This design comes from an exercise in tuning for a short achievable clock period and few clock cycles on the open sky130 flow, not from production work. Only simulation tests tie the RTL to the original design; equivalence was not proved. Power figures rest on the tool's default switching activity, not on a simulated workload.

==> flow/design.v <==
`default_nettype none
package gb_core_pkg;
	typedef logic [7:0] byte_t;	 
	typedef logic [15:0] addr_t;	 
	typedef logic [3:0] flags_t;	 
	typedef logic [2:0] reg_sel_t;	 
	typedef enum logic [2:0] {
		SRC_NONE,
		SRC_REGA,
		SRC_REGB,
		SRC_MDR,
		SRC_PC_L,
		SRC_PC_H
	} alu_src_t;
	typedef enum logic [2:0] {
		DEST_NONE,
		DEST_REG,
		DEST_MDR,
		DEST_MAR_L,
		DEST_MAR_H,
		DEST_MAR_HL,
		DEST_PC_LATCH
	} alu_dest_t;
	typedef enum logic [2:0] {
		ALU_PASS_A,
		ALU_ADD,
		ALU_SUB,
		ALU_AND,
		ALU_OR,
		ALU_XOR,
		ALU_INC
	} alu_op_t;
	typedef enum logic [3:0] {
		FETCH,
		DECODE,
		READ_IMM1,
		READ_IMM2,
		MEM_RD,
		MEM_WR,
		EXEC,
		WRITEBACK,
		HALTED
	} cpu_state_t;
endpackage
`default_nettype wire
`timescale 1ns/100ps
`default_nettype none
module gb_core (
	input logic clk,
	input logic rst,
	input logic load_we,
	input logic [8-1:0] load_addr,
	input gb_core_pkg::byte_t load_data,
	output logic halted,
	output gb_core_pkg::byte_t reg_a,
	output gb_core_pkg::byte_t reg_b,
	output gb_core_pkg::byte_t reg_c,
	output gb_core_pkg::byte_t reg_d,
	output gb_core_pkg::byte_t reg_e,
	output gb_core_pkg::byte_t reg_f,
	output gb_core_pkg::byte_t reg_h,
	output gb_core_pkg::byte_t reg_l
);
	localparam int RL = 5;
	localparam int RA = 6;
	typedef struct packed {
		logic [6:0] src;	 
		logic [6:0] ldi;	 
		logic [6:0] inc;	 
		logic [6:0] ldrr;	 
		logic add, sub, band, bxor, bor;
		logic lda;	 
		logic st;	 
		logic halt;
		logic jp;	 
		logic jp_always;	 
		logic skip2;	 
	} dec_t;
	function automatic logic [9:0] add8(input logic [7:0] a, input logic [7:0] b,
		input logic cin);
		logic [7:0] g, p, g1, p1, g2, p2, g3;
		logic [7:0] c;
		g = a & b;
		p = a ^ b;
		g[0] = g[0] | (p[0] & cin);
		for (int i = 0; i < 8; i++) begin
			g1[i] = (i >= 1) ? (g[i] | (p[i] & g[i - 1])) : g[i];
			p1[i] = (i >= 1) ? (p[i] & p[i - 1]) : p[i];
		end
		for (int i = 0; i < 8; i++) begin
			g2[i] = (i >= 2) ? (g1[i] | (p1[i] & g1[i - 2])) : g1[i];
			p2[i] = (i >= 2) ? (p1[i] & p1[i - 2]) : p1[i];
		end
		for (int i = 0; i < 8; i++)
			g3[i] = (i >= 4) ? (g2[i] | (p2[i] & g2[i - 4])) : g2[i];
		c = {g3[6:0], cin};
		add8 = {g3[7], g3[3], p ^ c};
	endfunction
	function automatic logic [6:0] reg_oh(input logic [2:0] r);
		reg_oh = 7'b0;
		case (r)
			3'd0: reg_oh[0] = 1'b1;
			3'd1: reg_oh[1] = 1'b1;
			3'd2: reg_oh[2] = 1'b1;
			3'd3: reg_oh[3] = 1'b1;
			3'd4: reg_oh[4] = 1'b1;
			3'd5: reg_oh[5] = 1'b1;
			3'd7: reg_oh[6] = 1'b1;
			default: reg_oh = 7'b0;	 
		endcase
	endfunction
	logic [255:0][7:0] mem;
	logic [7:0] pc, pc1, pc2;	 
	logic [3:0][63:0] bsel;
	logic [3:0] xcol;
	logic [63:0] lrow;	 
	logic [3:0] lcol;	 
	logic [7:0] w0;	 
	logic [6:0] src_q;	 
	logic skip_q;	 
	dec_t op;	 
	logic [7:0] w1;	 
	logic [6:0][7:0] rg;
	logic fz, fn, fh, fc;
	logic halt_q;
	logic run;
	assign run = !halt_q;
	logic [63:0] w1_row;	 
	logic [3:0] w1_col;
	logic [3:0][7:0] bk, lb;
	logic [7:0] s2, s3, s4, lmem;
	always_comb begin
		for (int r = 0; r < 64; r++)
			w1_row[r] = (w1[7:2] == 6'(r));
		for (int c = 0; c < 4; c++)
			w1_col[c] = (w1[1:0] == 2'(c));
	end
	always_comb begin
		for (int b = 0; b < 4; b++) begin
			bk[b] = 8'h00;
			lb[b] = 8'h00;
			for (int r = 0; r < 64; r++) begin
				bk[b] = bk[b] | ({8{bsel[b][r]}} & mem[4 * r + b]);
				lb[b] = lb[b] | ({8{lrow[r]}} & mem[4 * r + b]);
			end
		end
		s2 = 8'h00;
		s3 = 8'h00;
		s4 = 8'h00;
		lmem = 8'h00;
		for (int c = 0; c < 4; c++) begin
			s2 = s2 | ({8{xcol[c]}} & bk[c]);
			s3 = s3 | ({8{xcol[c]}} & bk[(c + 1) % 4]);
			s4 = s4 | ({8{xcol[c]}} & bk[(c + 2) % 4]);
			lmem = lmem | ({8{lcol[c]}} & lb[c]);	 
		end
	end
	logic [7:0] ra, rl, sv, alu_r;
	logic [9:0] sum, diff;	 
	logic [7:0] sd;	 
	logic is_alu, any_inc, z_alu, h_alu, c_alu, z_inc, h_inc;
	logic [7:0] carry_z;
	assign ra = rg[RA];
	assign rl = rg[RL];
	always_comb begin
		sv = 8'h00;
		z_inc = 1'b0;
		h_inc = 1'b0;
		for (int i = 0; i < 7; i++) begin
			sv = sv | ({8{op.src[i]}} & rg[i]);
			z_inc = z_inc | (op.inc[i] && rg[i] == 8'hFF);
			h_inc = h_inc | (op.inc[i] && rg[i][3:0] == 4'hF);
		end
	end
	assign sum = add8(ra, sv, 1'b0);
	assign diff = add8(ra, ~sv, 1'b1);	 
	assign is_alu = op.add || op.sub || op.band || op.bxor || op.bor;
	assign any_inc = |op.inc;
	assign carry_z = {ra[6:0] | sv[6:0], 1'b0};
	always_comb begin
		alu_r = ({8{op.add}} & sum[7:0]) | ({8{op.sub}} & diff[7:0]) |
			({8{op.band}} & (ra & sv)) | ({8{op.bxor}} & (ra ^ sv)) |
			({8{op.bor}} & (ra | sv));
		z_alu = (op.add && ((ra ^ sv) == carry_z)) ||
			((op.sub || op.bxor) && ra == sv) ||
			(op.band && (ra & sv) == 8'h00) ||
			(op.bor && (ra | sv) == 8'h00);
		h_alu = (op.add && sum[8]) || (op.sub && !diff[8]) || op.band;
		c_alu = (op.add && sum[9]) || (op.sub && !diff[9]);
	end
	logic [6:0][7:0] rg_n;
	always_comb begin
		for (int i = 0; i < 7; i++) begin
			if (op.ldi[i])
				rg_n[i] = w1;
			else if (op.inc[i])
				rg_n[i] = rg[i] + 8'd1;
			else if (op.ldrr[i])
				rg_n[i] = sv;
			else
				rg_n[i] = rg[i];
		end
		rg_n[RA] = alu_r | ({8{op.lda}} & lmem) | ({8{op.ldi[RA]}} & w1) |
			({8{op.inc[RA]}} & (ra + 8'd1)) | ({8{op.ldrr[RA]}} & sv) |
			({8{!(is_alu || op.lda || op.ldi[RA] || op.inc[RA] || op.ldrr[RA])}} & ra);
	end
	logic [63:0] sv_row, lrow_n;
	logic [3:0] sv_col, lcol_n;
	always_comb begin
		sv_row = 64'd0;
		sv_col = 4'd0;
		for (int i = 0; i < 7; i++) begin
			for (int r = 0; r < 64; r++)
				sv_row[r] = sv_row[r] | (op.src[i] && rg[i][7:2] == 6'(r));
			for (int c = 0; c < 4; c++)
				sv_col[c] = sv_col[c] | (op.src[i] && rg[i][1:0] == 2'(c));
		end
		if (op.ldi[RL]) begin
			lrow_n = w1_row;
			lcol_n = w1_col;
		end else if (op.inc[RL]) begin
			lrow_n = lcol[3] ? {lrow[62:0], lrow[63]} : lrow;
			lcol_n = {lcol[2:0], lcol[3]};
		end else if (op.ldrr[RL]) begin
			lrow_n = sv_row;
			lcol_n = sv_col;
		end else begin
			lrow_n = lrow;
			lcol_n = lcol;
		end
	end
	always_ff @(posedge clk, posedge rst) begin
		if (rst) begin
			rg <= '0;
			lrow <= 64'd1;
			lcol <= 4'd1;
			fz <= 1'b0;
			fn <= 1'b0;
			fh <= 1'b0;
			fc <= 1'b0;
			halt_q <= 1'b0;
		end else begin
			rg <= rg_n;
			lrow <= lrow_n;
			lcol <= lcol_n;
			if (is_alu) begin
				fz <= z_alu;
				fn <= op.sub;
				fh <= h_alu;
				fc <= c_alu;
			end else if (any_inc) begin
				fz <= z_inc;
				fn <= 1'b0;
				fh <= h_inc;
			end
			if (op.halt)
				halt_q <= 1'b1;
		end
	end
	logic st_now;
	assign st_now = op.st;	 
	logic ld_we_q;
	logic [63:0] ld_row_q;
	logic [3:0] ld_col_q;
	logic [7:0] ld_data_q;
	always_ff @(posedge clk) begin
		ld_we_q <= load_we;
		for (int r = 0; r < 64; r++)
			ld_row_q[r] <= (load_addr[7:2] == 6'(r));
		for (int c = 0; c < 4; c++)
			ld_col_q[c] <= (load_addr[1:0] == 2'(c));
		ld_data_q <= load_data;
	end
	always_ff @(posedge clk) begin
		for (int k = 0; k < 256; k++) begin
			if (ld_we_q && ld_row_q[k / 4] && ld_col_q[k % 4])
				mem[k] <= ld_data_q;
			else if (st_now && lrow[k / 4] && lcol[k % 4])
				mem[k] <= sd;
		end
	end
	logic [7:0] f0, f1, nx0, nx1;
	logic jtaken, len2;
	assign jtaken = op.jp && (op.jp_always || !fz);
	assign len2 = (|op.ldi) || op.skip2;
	assign f0 = (st_now && rl == pc1) ? sd : w1;
	assign f1 = (st_now && rl == pc2) ? sd : s2;
	always_ff @(posedge clk) begin
		sd <= rg_n[RA];
	end
	always_comb begin
		if (op.jp) begin
			nx0 = s3;
			nx1 = s4;
		end else if (len2) begin
			nx0 = s2;
			nx1 = s3;
		end else begin
			nx0 = f0;
			nx1 = f1;
		end
	end
	logic [3:0] adv2, adv3;
	assign adv2 = xcol | {xcol[2:0], xcol[3]};
	assign adv3 = adv2 | {xcol[1:0], xcol[3:2]};
	logic pre_q;
	always_ff @(posedge clk, posedge rst) begin
		if (rst)
			pre_q <= 1'b1;
		else
			pre_q <= 1'b0;
	end
	always_ff @(posedge clk, posedge rst) begin
		if (rst) begin
			pc <= 8'hFE;
			pc1 <= 8'hFF;
			pc2 <= 8'h00;
			bsel <= {64'd1, 64'd1, 64'd1, 64'd1};	 
			xcol <= 4'b0001;
		end else if (run && !pre_q) begin
			if (jtaken) begin
				pc <= w1 - 8'd2;
				pc1 <= w1 - 8'd1;
				pc2 <= w1;
				for (int b = 0; b < 4; b++)
					bsel[b] <= (w1[1:0] <= 2'(b)) ? w1_row : {w1_row[62:0], w1_row[63]};
				xcol <= w1_col;
			end else if (op.jp) begin
				pc <= pc + 8'd3;
				pc1 <= pc + 8'd4;
				pc2 <= pc + 8'd5;
				for (int b = 0; b < 4; b++)
					bsel[b] <= adv3[b] ? {bsel[b][62:0], bsel[b][63]} : bsel[b];
				xcol <= {xcol[0], xcol[3:1]};
			end else if (len2) begin
				pc <= pc2;
				pc1 <= pc + 8'd3;
				pc2 <= pc + 8'd4;
				for (int b = 0; b < 4; b++)
					bsel[b] <= adv2[b] ? {bsel[b][62:0], bsel[b][63]} : bsel[b];
				xcol <= {xcol[1:0], xcol[3:2]};
			end else begin
				pc <= pc1;
				pc1 <= pc2;
				pc2 <= pc + 8'd3;
				for (int b = 0; b < 4; b++)
					bsel[b] <= xcol[b] ? {bsel[b][62:0], bsel[b][63]} : bsel[b];
				xcol <= {xcol[2:0], xcol[3]};
			end
		end
	end
	logic [2:0] cd, cs;
	logic c_ldi, c_inc, c_ldrr, k_alu;
	always_comb begin
		cd = w0[5:3];
		cs = w0[2:0];
		c_ldi = (w0[7:6] == 2'b00) && (cs == 3'd6) && (cd != 3'd6);
		c_inc = (w0[7:6] == 2'b00) && (cs == 3'd4) && (cd != 3'd6);
		c_ldrr = (w0[7:6] == 2'b01) && (cd != 3'd6) && (cs != 3'd6);
		k_alu = (w0[7:6] == 2'b10) && (cs != 3'd6);
		op.src = src_q;
		op.ldi = c_ldi ? reg_oh(cd) : 7'b0;
		op.inc = c_inc ? reg_oh(cd) : 7'b0;
		op.ldrr = c_ldrr ? reg_oh(cd) : 7'b0;
		op.add = k_alu && (cd == 3'd0);
		op.sub = k_alu && (cd == 3'd2);
		op.band = k_alu && (cd == 3'd4);
		op.bxor = k_alu && (cd == 3'd5);
		op.bor = k_alu && (cd == 3'd6);
		op.lda = (w0 == 8'h7E);
		op.st = (w0 == 8'h77);
		op.halt = (w0 == 8'h76);
		op.jp = (w0 == 8'hC3) || (w0 == 8'hC2);
		op.jp_always = (w0 == 8'hC3);
		op.skip2 = skip_q;
	end
	function automatic logic [6:0] src_of(input logic [7:0] b);
		logic n;
		n = (b[7:6] == 2'b01 && b[5:3] != 3'd6 && b[2:0] != 3'd6) ||
			(b[7:6] == 2'b10 && b[2:0] != 3'd6);
		src_of = n ? reg_oh(b[2:0]) : 7'b0;
	endfunction
	logic [6:0] src_n;
	always_comb begin
		if (op.jp)
			src_n = src_of(s3);
		else if (len2)
			src_n = src_of(s2);
		else if (st_now && rl == pc1)
			src_n = src_of(sd);
		else
			src_n = src_of(w1);
	end
	always_ff @(posedge clk, posedge rst) begin
		if (rst) begin
			w0 <= 8'h00;
			src_q <= 7'b0;
			skip_q <= 1'b0;
		end else if (!op.halt) begin	 
			if (pre_q || jtaken) begin
				w0 <= 8'h00;
				src_q <= 7'b0;
				skip_q <= 1'b1;
			end else begin
				w0 <= nx0;
				src_q <= src_n;
				skip_q <= 1'b0;
			end
		end
	end
	always_ff @(posedge clk) begin
		if (run)
			w1 <= nx1;
	end
	logic halt_o;
	logic [6:0][7:0] rg_o;
	logic [3:0] f_o;
	always_ff @(posedge clk, posedge rst) begin
		if (rst) begin
			halt_o <= 1'b0;
			rg_o <= '0;
			f_o <= 4'h0;
		end else begin
			halt_o <= halt_q;
			rg_o <= rg;
			f_o <= {fz, fn, fh, fc};
		end
	end
	assign halted = halt_o;
	assign reg_a = rg_o[RA];
	assign reg_b = rg_o[0];
	assign reg_c = rg_o[1];
	assign reg_d = rg_o[2];
	assign reg_e = rg_o[3];
	assign reg_f = {f_o, 4'h0};
	assign reg_h = rg_o[4];
	assign reg_l = rg_o[RL];
endmodule
`default_nettype wire
==> flow/flow/run.sh <==
#!/bin/bash
set -euo pipefail
bash standard.sh SETUP_SLACK_MARGIN=${GB_SETUP_MARGIN:-7.5} > make.log 2>&1
==> flow/standard.sh <==
#!/bin/bash
# synth_recipe.tcl (not shown) runs the flow's synth.tcl, then flattens the netlist and writes it again
# the make line also repeats each setting of config.mk as NAME=value (left out here)
make -C /OpenROAD-flow-scripts/flow DESIGN_CONFIG=/design/flow/config.mk WORK_HOME=/design/flow/orfs CLKGATE_MAP_FILE= SYNTH_SCRIPT=/design/flow/synth_recipe.tcl "${@:-finish}"
==> flow/config.mk <==
export PLATFORM = sky130hd
export DESIGN_NAME = gb_core
export DESIGN_NICKNAME = gb_core
export VERILOG_FILES = /design/flow/design.v
export SDC_FILE = /design/flow/constraint.sdc
export NUM_CORES = 4
export LEC_CHECK = 0
export ABC_CLOCK_PERIOD_IN_PS = 2500
export CAP_MARGIN = 20
export CORE_MARGIN = 2
export CORE_UTILIZATION = 14
export PLACE_DENSITY = 0.2
export SLEW_MARGIN = 20
==> flow/constraint.sdc <==
create_clock -name core_clock -period 10.0 [get_ports {clk}]
set_input_delay 2.0000 -clock core_clock [delete_from_list [all_inputs] [get_ports {clk}]]
set_output_delay 2.0000 -clock core_clock [all_outputs]
set_load 0.01 [all_outputs]
==> summary.md, run 1 <==
| Metric | Value |
|---|---|
| Run status | timing/DRC/antenna clean |
| Cell Pwr Density | 139 nW/µm² |
| TritonRoute pass-1 iters | 7 |
| Vias in the first global route | ~140k |
| Initial antenna violation count | 392 |
| Min-delay src | fn |
| Hold buffer count at CTS | 0 |
| Largest net degree at the start of global routing | between 80 and 90 |
| Vias/cell | 5.24 |
| Max-cap viol count | 0 |
| Syn Area/Cell | around 11 µm² |
| Setup crit start kind | flop |
| Die W | a little over 1 mm |
| Fraction of layout cells with a size suffix above 1 | roughly half |
| Worst endpoint data arrival time | between 5 and 6 ns |
| RR Startpoint | mem[101] |
| Final Max Tran Viols | 0 |
| Hold Path Class | flop to flop |
| Worst skew pair latency | approximately 1.2 ns |
| Overall routing resource usage | about 32% |
| Clock Skew | 0.0981 ns |
| PortBufs | ~80 |
| Sequential area share after synthesis | about half |
| Crit path from | mem[101] |
| Initial drt markers | 23600 |
| Worst-path maximum fanout | 4 |
| Post-synth ARST share | approximately a fifth |
| Worst Hold Margin | just over 0.4 ns |
| Crit end category | flop |
| DR WL/cell | ~63 µm |
| Final Hold Vio Count | 0 |
| First-pass GRT wire length | between 2000 and 2500 mm |
| Grt ovf | 0 |
| Synth unique cells | ~80 |
| Top_reg_cell synth | edfxtp_1 |
| Die ar. | between 1000000 and 1500000 µm² |
| Setup-failing EPs final | 0 |
| Flops & latches, synth | ~2600 |
| Post-Route WL | between 1500 and 2000 mm |
| Post-DRT Antenna Nets | 0 |
| Maximum vdd drop | 152 µV |
| # rows | around 380 |
| Num CTS Buffers | about 390 |
| I/O pin count | 84 |
| Mapped Area | ~150000 µm² |
| Dpl hpwl | about 1300 mm |
| Final period utilization | ~40% |
| # nets final | about 14000 |
| Fin util | 20.7% |
| YS warnings | 1 |
| Unrepaired setup endpoints after global routing | yes |
| Clk sink count | about 2600 |
| Htree depth | 5 |
| Min cycle time layout | 4.03 ns |
| Synthesized instance count | ~13000 |
| Number of flops mapped to enable cells by yosys | around 2100 |
| Clock buffer depth | 5 |
| Starting density of the core | between 10 and 15% |
| Via count | about 150k |
| GP Congestion | slightly below 1 |
| Setup TNS | 0 ns |
| Worst-Margin Slew | 1.39 ns |
| Power Total | roughly 30 mW |
| P&R area growth vs syn | 47.8% |
| Die height | between 1 and 1.5 mm |
| Area of the core | ~1100000 µm² |
| Reg clk slew, reported paths | 0.06 ns |
| Fmax | between 200 and 250 MHz |
| DRC violations left | 0 |
| Slew HR | around 7.3% |
| TritonCTS clock tree | built |
| Worst EP required | 11.05 ns |
| Leak | about 77 nW |
| Kind of critical path | flop to flop |
| Root buf cell | clkbuf_16 |
-- critical path: stages (launching register included) --
cell and delay, ns:
edfxtp_1 0.74, a22o_1 0.38, a221oi_1 0.57, nand4_1 0.25, or4_4 0.58, buf_12 0.19
a22oi_2 0.23, nand2_2 0.11, a311oi_2 0.31, o21ai_2 0.14, nand4b_1 0.22, a31oi_1 0.20
-- layer usage --
layer	vias up	global-route usage, %	routed length (µm)
met1	82400	43.9	785000
met5	-	0	689
li1	53700	-	-
met4	98	16.6	119000
met3	2746	7.77	148000
met2	10600	47.7	745000
-- synth_stat cells, types with 8 or more instances --
master,count,area share [%]
a211oi_1,37,0.19
a21oi_1,221,0.75
a221o_1,10,0.068
a221oi_1,1003,6.0
a221oi_2,36,0.37
a222oi_1,13,0.088
a22o_1,1028,6.1
a22oi_1,84,0.43
a31oi_1,33,0.14
and2_1,19,0.081
buf_1,65,0.17
buf_2,167,0.57
buf_4,23,0.12
buf_6,51,0.39
clkbuf_1,1131,2.9
dfrtp_1,468,7.9
dfstp_2,23,0.41
dfxtp_1,85,1.2
edfxtp_1,2056,42
ha_1,64,0.54
inv_1,49,0.12
mux2_2,2050,16
mux2i_1,8,0.054
nand2_1,1681,4.3
nand2_2,8,0.034
nand2b_1,17,0.072
nand3_1,119,0.40
nand3b_1,12,0.061
nand4_1,289,1.2
nor2_1,501,1.3
nor2b_1,38,0.16
nor3_1,28,0.095
nor4_1,77,0.33
o211ai_1,219,1.1
o21ai_0,696,2.4
o21ai_1,35,0.12
o21bai_1,8,0.041
o221ai_1,17,0.10
o22a_1,23,0.14
o22ai_1,186,0.79
or2_2,10,0.042
or4_1,56,0.29
or4_4,11,0.084
xnor2_1,33,0.20
xor2_1,44,0.26
-- logic make-up after synthesis --
group / share of synthesized area (%)
other: 0.00254
adders and majority gates: 0.570
AOI/OAI and AO/OA: 19.0
muxes: 15.7
DFF: 51.4
and+or+nand+nor: 8.58
xor gates and xnor gates: 0.457
buffers and inverters: 4.29
-- sequential cells by signal, indices dropped and copies added (netlist names), 56 cells and up --
register  flops
bsel        256
ld_row_q     64
rg           56
rg_o         56
mem        2048
lrow         64
-- worst paths after layout --
check,end,slack (ns),cells after the start
min reg2reg,f_o[2],0.41,0
max reg2reg,src_q[6],5.97,11
min,f_o[2],0.41,0
max,src_q[6],5.97,11
max in group asynchronous,lrow[27],7.55,5
min in group asynchronous,rg[20],1.41,3
-- repair_timing --
action                     in CTS  in global routing
resized for setup            3878               1569
buffers inserted              877                268
hold endpoints to repair        0                  0
cloned                        173                 29
pin swaps                     412                520
setup endpoints to repair    4841               2727
-- layout by cell type (no fill, tap or decap), drive strengths merged, types with 28 or more instances in the layout --
cell type and instances:
buf 2146, edfxtp 2056, mux2 2050, nand2 1693, a221oi 1040, a22o 1031, o21ai 733, clkbuf 569
nor2 502, dfrtp 468, nand4 289, a21oi 221, o211ai 219, o22ai 186, diode 134, clkinv 125
nand3 120, a22oi 87, dfxtp 85, nor4 77, or4 67, ha 64, inv 51, xor2 44
a211oi 38, nor2b 38, a31oi 33, xnor2 33, nor3 28
-- cell type report --
| cell class | instances | area, µm² |
|---|---|---|
| fillers | 113000 | 834000 |
| multi-input cells | 8809 | 83000 |
| flip-flops and latches | 2632 | 76300 |
| repair buffers | 2208 | 28600 |
| well taps | 14000 | 17500 |
| clock buffers | 543 | 10700 |
| clock inverters | 156 | 1180 |
| diodes | 134 | 335 |
| inverters | 49 | 234 |
-- where the power goes --
group / internal [mW] / switching (mW)
sequential: 12.2 / 0.290
clock: 7.67 / 6.12
combinational: 1.53 / 2.55
-- metrics by stage --
step           cell area (µm²)  setup WS [ns]  std cells
2_1_floorplan           148000           1.36      12900
3_5_place_dp            167000           4.81      26400
5_1_grt                 218000           6.06      28400
6_report                218000           5.97      28600
4_1_cts                 207000           6.09      28100
3_3_place_gp            167000           4.16      26300
Testbench counts, summed over its fixed seeds: cycles 34,498.
==> inputs of run 2 (changes only) <==
==> flow/run.sh (new file) <==
#!/bin/bash
# synth_recipe.tcl (not shown) runs the flow's synth.tcl, then flattens the netlist and writes it again
# the make line also repeats each setting of config.mk as NAME=value (left out here)
make -C /OpenROAD-flow-scripts/flow DESIGN_CONFIG=/design/flow/config.mk WORK_HOME=/design/flow/orfs CLKGATE_MAP_FILE= SYNTH_SCRIPT=/design/flow/synth_recipe.tcl finish
--- a/flow/config.mk
+++ b/flow/config.mk
@@ -8,6 +8,7 @@
 export ABC_CLOCK_PERIOD_IN_PS = 2500
 export CAP_MARGIN = 20
 export CORE_MARGIN = 2
-export CORE_UTILIZATION = 14
-export PLACE_DENSITY = 0.2
+export CORE_UTILIZATION = 18
+export PLACE_DENSITY = 0.24
+export SETUP_SLACK_MARGIN = 5
 export SLEW_MARGIN = 20
removed: flow/flow/run.sh
removed: flow/standard.sh
==> run 2 against run 1 <==
Against the previous run: die area fell by 22%; global-route usage rose by 4.3 points; clock power barely moved; sequential cell count did not move; synthesized area did not move; non-clock buffer count fell by 1364; final area fell by 20%; worst hold slack got worse by 0.017 ns; critical path type unchanged; largest cell class is now flip-flops and latches.
==> summary.md, run 2 <==
| Metric | Value |
|---|---|
| Run status | timing/DRC/antenna clean (unchanged) |
| Max-cap viol count | 0 (unchanged) |
| TritonRoute pass-1 iters | 7 (unchanged) |
| Setup crit start kind | flop (unchanged) |
| Most common cell in the netlist | edfxtp_1 (unchanged) |
| Die ar. | 827000 µm² (was 1060000 µm²) |
| Largest net degree at the start of global routing | 206 (was 86) |
| Die height | 909 µm (was 1.03 mm) |
| Mux share of post-synthesis cell area | 15.7% (unchanged) |
| Flop pwr share | 42.3% (was 41.1%) |
| Cell Pwr Density | 169 nW/µm² (was 139 nW/µm²) |
| DR WL/cell | 65.6 µm (was 63.0 µm) |
| Clk sink count | 2632 (unchanged) |
| Initial drt markers | 26000 (was 23600) |
| Overall routing resource usage | 36.7% (was 32.4%) |
| I/O pin count | 84 (unchanged) |
| Mapped Area | 147000 µm² (unchanged) |
| YS warnings | 1 (unchanged) |
| Slew HR | 3.91% (was 7.29%) |
| Post-synth ARST share | 18.7% (unchanged) |
| Post-DRT Antenna Nets | 0 (unchanged) |
| Commonest cells after routing, fill and taps aside | edfxtp_1, mux2_2, nand2_1 (was edfxtp_1, mux2_2, buf_4) |
| Worst-path maximum fanout | 20 (was 4) |
| Dpl hpwl | 1170 mm (was 1270 mm) |
| GR Util met1 | 50.7% (was 43.9%) |
| Worst path max stage delay | 1.06 ns (was 0.74 ns) |
| Largest area contributor in the netlist | edfxtp_1 (unchanged) |
| Buf+Inv Stages, Crit Path | 1 (unchanged) |
| Area of the core | 817000 µm² (was 1050000 µm²) |
| Hold Path Class | flop to flop (unchanged) |
| Worst skew pair latency | 1.13 ns (was 1.15 ns) |
| Fin util | 21.5% (was 20.7%) |
| Final Max Tran Viols | 0 (unchanged) |
| Htree depth | 5 (unchanged) |
| First-pass GRT wire length | 1900 mm (was 2130 mm) |
| GR Layer Usage met2 | 51.9% (was 47.7%) |
| Largest registers | mem (2048), bsel (256) (unchanged) |
| # nets final | 12800 (was 14200) |
| Maximum vdd drop | 149 µV (was 152 µV) |
| Min cycle time layout | 5.24 ns (was 4.03 ns) |
| Final period utilization | 52.4% (was 40.3%) |
| Sequential area share after synthesis | 51.4% (unchanged) |
| P_sw | 8.42 mW (was 8.96 mW) |
| Reg clk slew, reported paths | 0.07 ns (was 0.06 ns) |
| Number of flops mapped to enable cells by yosys | 2056 (unchanged) |
| Post-synthesis xor/xnor area fraction | 0.457% (unchanged) |
| Kind of critical path | flop to flop (unchanged) |
| GP Congestion | 1.04 (was 0.979) |
| Ranking of synthesized cells by area | edfxtp_1, mux2_2, dfrtp_1 (unchanged) |
| Flops & latches, synth | 2632 (unchanged) |
| Fmax | 191 MHz (was 248 MHz) |
| Design area | 175000 µm² (was 218000 µm²) |
| Vias in the first global route | 129000 (was 137000) |
| Post-synthesis compound-gate area fraction | 19.0% (unchanged) |
| Setup TNS | 0 ns (unchanged) |
| Unrepaired setup endpoints after global routing | no (was yes) |
| Largest family of logic cells by synthesized area | compound AO/OA/AOI/OAI gates (unchanged) |
| Slowest cell on the critical path | a221oi_1 (was edfxtp_1) |
| Via count | 143000 (was 150000) |
| Fraction of layout cells with a size suffix above 1 | 28.2% (was 50.1%) |
| Num CTS Buffers | 372 (was 389) |
| Grt ovf | 0 (unchanged) |
| Clock buffer depth | 4 (was 5) |
| Post-synth top cells | edfxtp_1, mux2_2, nand2_1 (unchanged) |
| Die W | 909 µm (was 1.03 mm) |
| Top_reg_cell synth | edfxtp_1 (unchanged) |
| # rows | 332 (was 377) |
| Final Hold Vio Count | 0 (unchanged) |
| Initial antenna violation count | 333 (was 392) |
| DRC violations left | 0 (unchanged) |
| Worst-Margin Slew | 1.44 ns (was 1.39 ns) |
| Delay-heaviest family, CP | compound AO/OA/AOI/OAI gates (unchanged) |
| Setup-failing EPs final | 0 (unchanged) |
| Post-Route WL | 1580 mm (was 1800 mm) |
| Worst EP required | 10.90 ns (was 11.05 ns) |
| Top reg by flops | mem (unchanged) |
| Clock Skew | 0.0824 ns (was 0.0981 ns) |
| P&R area growth vs syn | 18.9% (was 47.8%) |
| Non-Filler Instances | 24100 (was 28600) |
| Clk network pwr share | 47.4% (was 45.5%) |
| Worst endpoint data arrival time | 6.13 ns (was 5.08 ns) |
| Worst-path cell chain | buf_4 -> a221oi_1 -> nand4_1 -> or4_1 -> a22oi_1 -> a211o_1 -> o2111ai_1 (was a22o_1 -> a221oi_1 -> nand4_1 -> or4_4 -> buf_12 -> a22oi_2 -> nand2_2 -> a311oi_2 -> o21ai_2 -> nand4b_1 -> a31oi_1) |
| Area fraction of the dominant cell type after synthesis | 41.9% (unchanged) |
| Placed insts | 23200 (was 26400) |
| Starting density of the core | 18.1% (was 14.0%) |
| Adder-Cell Fraction of Synth Area | 0.570% (unchanged) |
| Commonest non-fill, non-tap cell in the layout | edfxtp_1 (unchanged) |
| Logic pwr share | 10.4% (was 13.4%) |
| Crit end category | flop (unchanged) |
| Max FFs per register | 2048 (unchanged) |
| Area post-placement | 162000 µm² (was 167000 µm²) |
| Synth unique cells | 79 (unchanged) |
| Met3 GRT Util | 10.5% (was 7.77%) |
| Leak | 61.2 nW (was 77.3 nW) |
| Simple-gate share of the synthesized area | 8.58% (unchanged) |
| Top Usage Layer GRT | met2 (unchanged) |
| PortBufs | 79 (unchanged) |
| Vias/cell | 5.95 (was 5.24) |
| Internal power | 21.2 mW (was 21.4 mW) |
| Sw Ratio | 28.4% (was 29.5%) |
| TritonCTS clock tree | built (unchanged) |
| Synthesized instance count | 12900 (unchanged) |
| Root buf cell | clkbuf_16 (unchanged) |
| Syn Area/Cell | 11.4 µm² (unchanged) |
==> run 2: cell counts after synthesis <==
No cell type changed its count.
==> run 2: path summary, 6_finish.rpt <==
path,startpoint,endpoint,slack [ns],cells past startpoint
setup / recovery,lrow[21],rg[51],4.76,7
hold / removal,fn,f_o[2],0.39,0
setup reg to reg,lrow[21],rg[51],4.76,7
hold reg to reg,fn,f_o[2],0.39,0
max in group asynchronous,rst,lrow[2],6.51,4
min in group asynchronous,rst,rg[4],1.34,2
==> run 2: cell families after synthesis <==
family / after synthesis
AO/OA/AOI/OAI: 3693
buffers and inverters: 1491
adder cells (fa/ha/maj): 66
multiplexers: 2058
XOR/XNOR: 77
other: 1
AND/OR/NAND/NOR: 2895
flip-flops: 2632
==> run 2: stage by stage <==
step           hold slack, ns  power (mW)  worst slack, ns
2_1_floorplan           0.352        14.3             1.36
3_3_place_gp            0.384        15.8             4.67
3_5_place_dp            0.382        15.8             4.67
4_1_cts                 0.399        29.9             5.02
5_1_grt                 0.403        30.4             5.00
6_report                0.390        29.7             4.76
==> run 2: per-layer routing <==
metal,up-vias,wire [µm]
met1,78200,698000
met4,76,94800
li1,50600,-
met3,2685,144000
met2,11600,641000
met5,-,567
==> run 2: power by group through the flow <==
stage	Combinational [mW]	Clock, mW	Sequential [mW]
floorplan	1.83	0	12.5
global placement	2.99	0	12.8
detailed placement	3.02	0	12.8
CTS	3.03	14.3	12.5
global route	3.22	14.6	12.5
finish	3.07	14.0	12.5
==> run 2: final cells by class <==
type	instances	area (µm²)
tap	10900	13600
inverter	49	188
fill	87500	642000
clock buffer	512	10300
timing repair buffer	844	6870
antenna	200	500
multi-input combinational	8794	65800
clock inverter	181	1980
sequential	2632	76200
==> run 2: what timing repair did <==
| item | 4_1_cts | 5_1_grt |
|---|---|---|
| gates resized for setup | 2 | 4 |
| pin swaps | 0 | 1 |
| setup buffers | 0 | 2 |
| hold buffers | 0 | 0 |
| setup endpoints to repair | 37 | 95 |

==> port drivers added, routing unchanged <==
In the flow no input, the clock included, has a driving cell. The finished layouts below were timed again as built, in two steps.
Step 1 (the two cells are an assumption about what drives the block):
set clk [get_ports {clk}]
set_driving_cell -lib_cell sky130_fd_sc_hd__clkbuf_16 $clk
set_driving_cell -lib_cell sky130_fd_sc_hd__buf_2 [delete_from_list [all_inputs] $clk]
Step 2, shift: input delay + t, output delay - t, t = (earliest + latest rising clock arrival at the registers) / 2. This alone moves slack from input paths to output paths.
Three values: no drivers, after step 1, after step 2; two values: the first two.
run	t (ns)	setup slack, ns	latest minus earliest clock arrival (ns)	worst register clock-pin slew, ns	worst data-port slew with drivers (ns)
run 1	1.254	5.966 / 5.966 / 5.966	0.104 / 0.104	0.08 / 0.08	0.11
run 2	1.244	4.765 / 4.765 / 4.765	0.095 / 0.095	0.08 / 0.08	0.04
After both steps setup and hold are still met in every run listed.
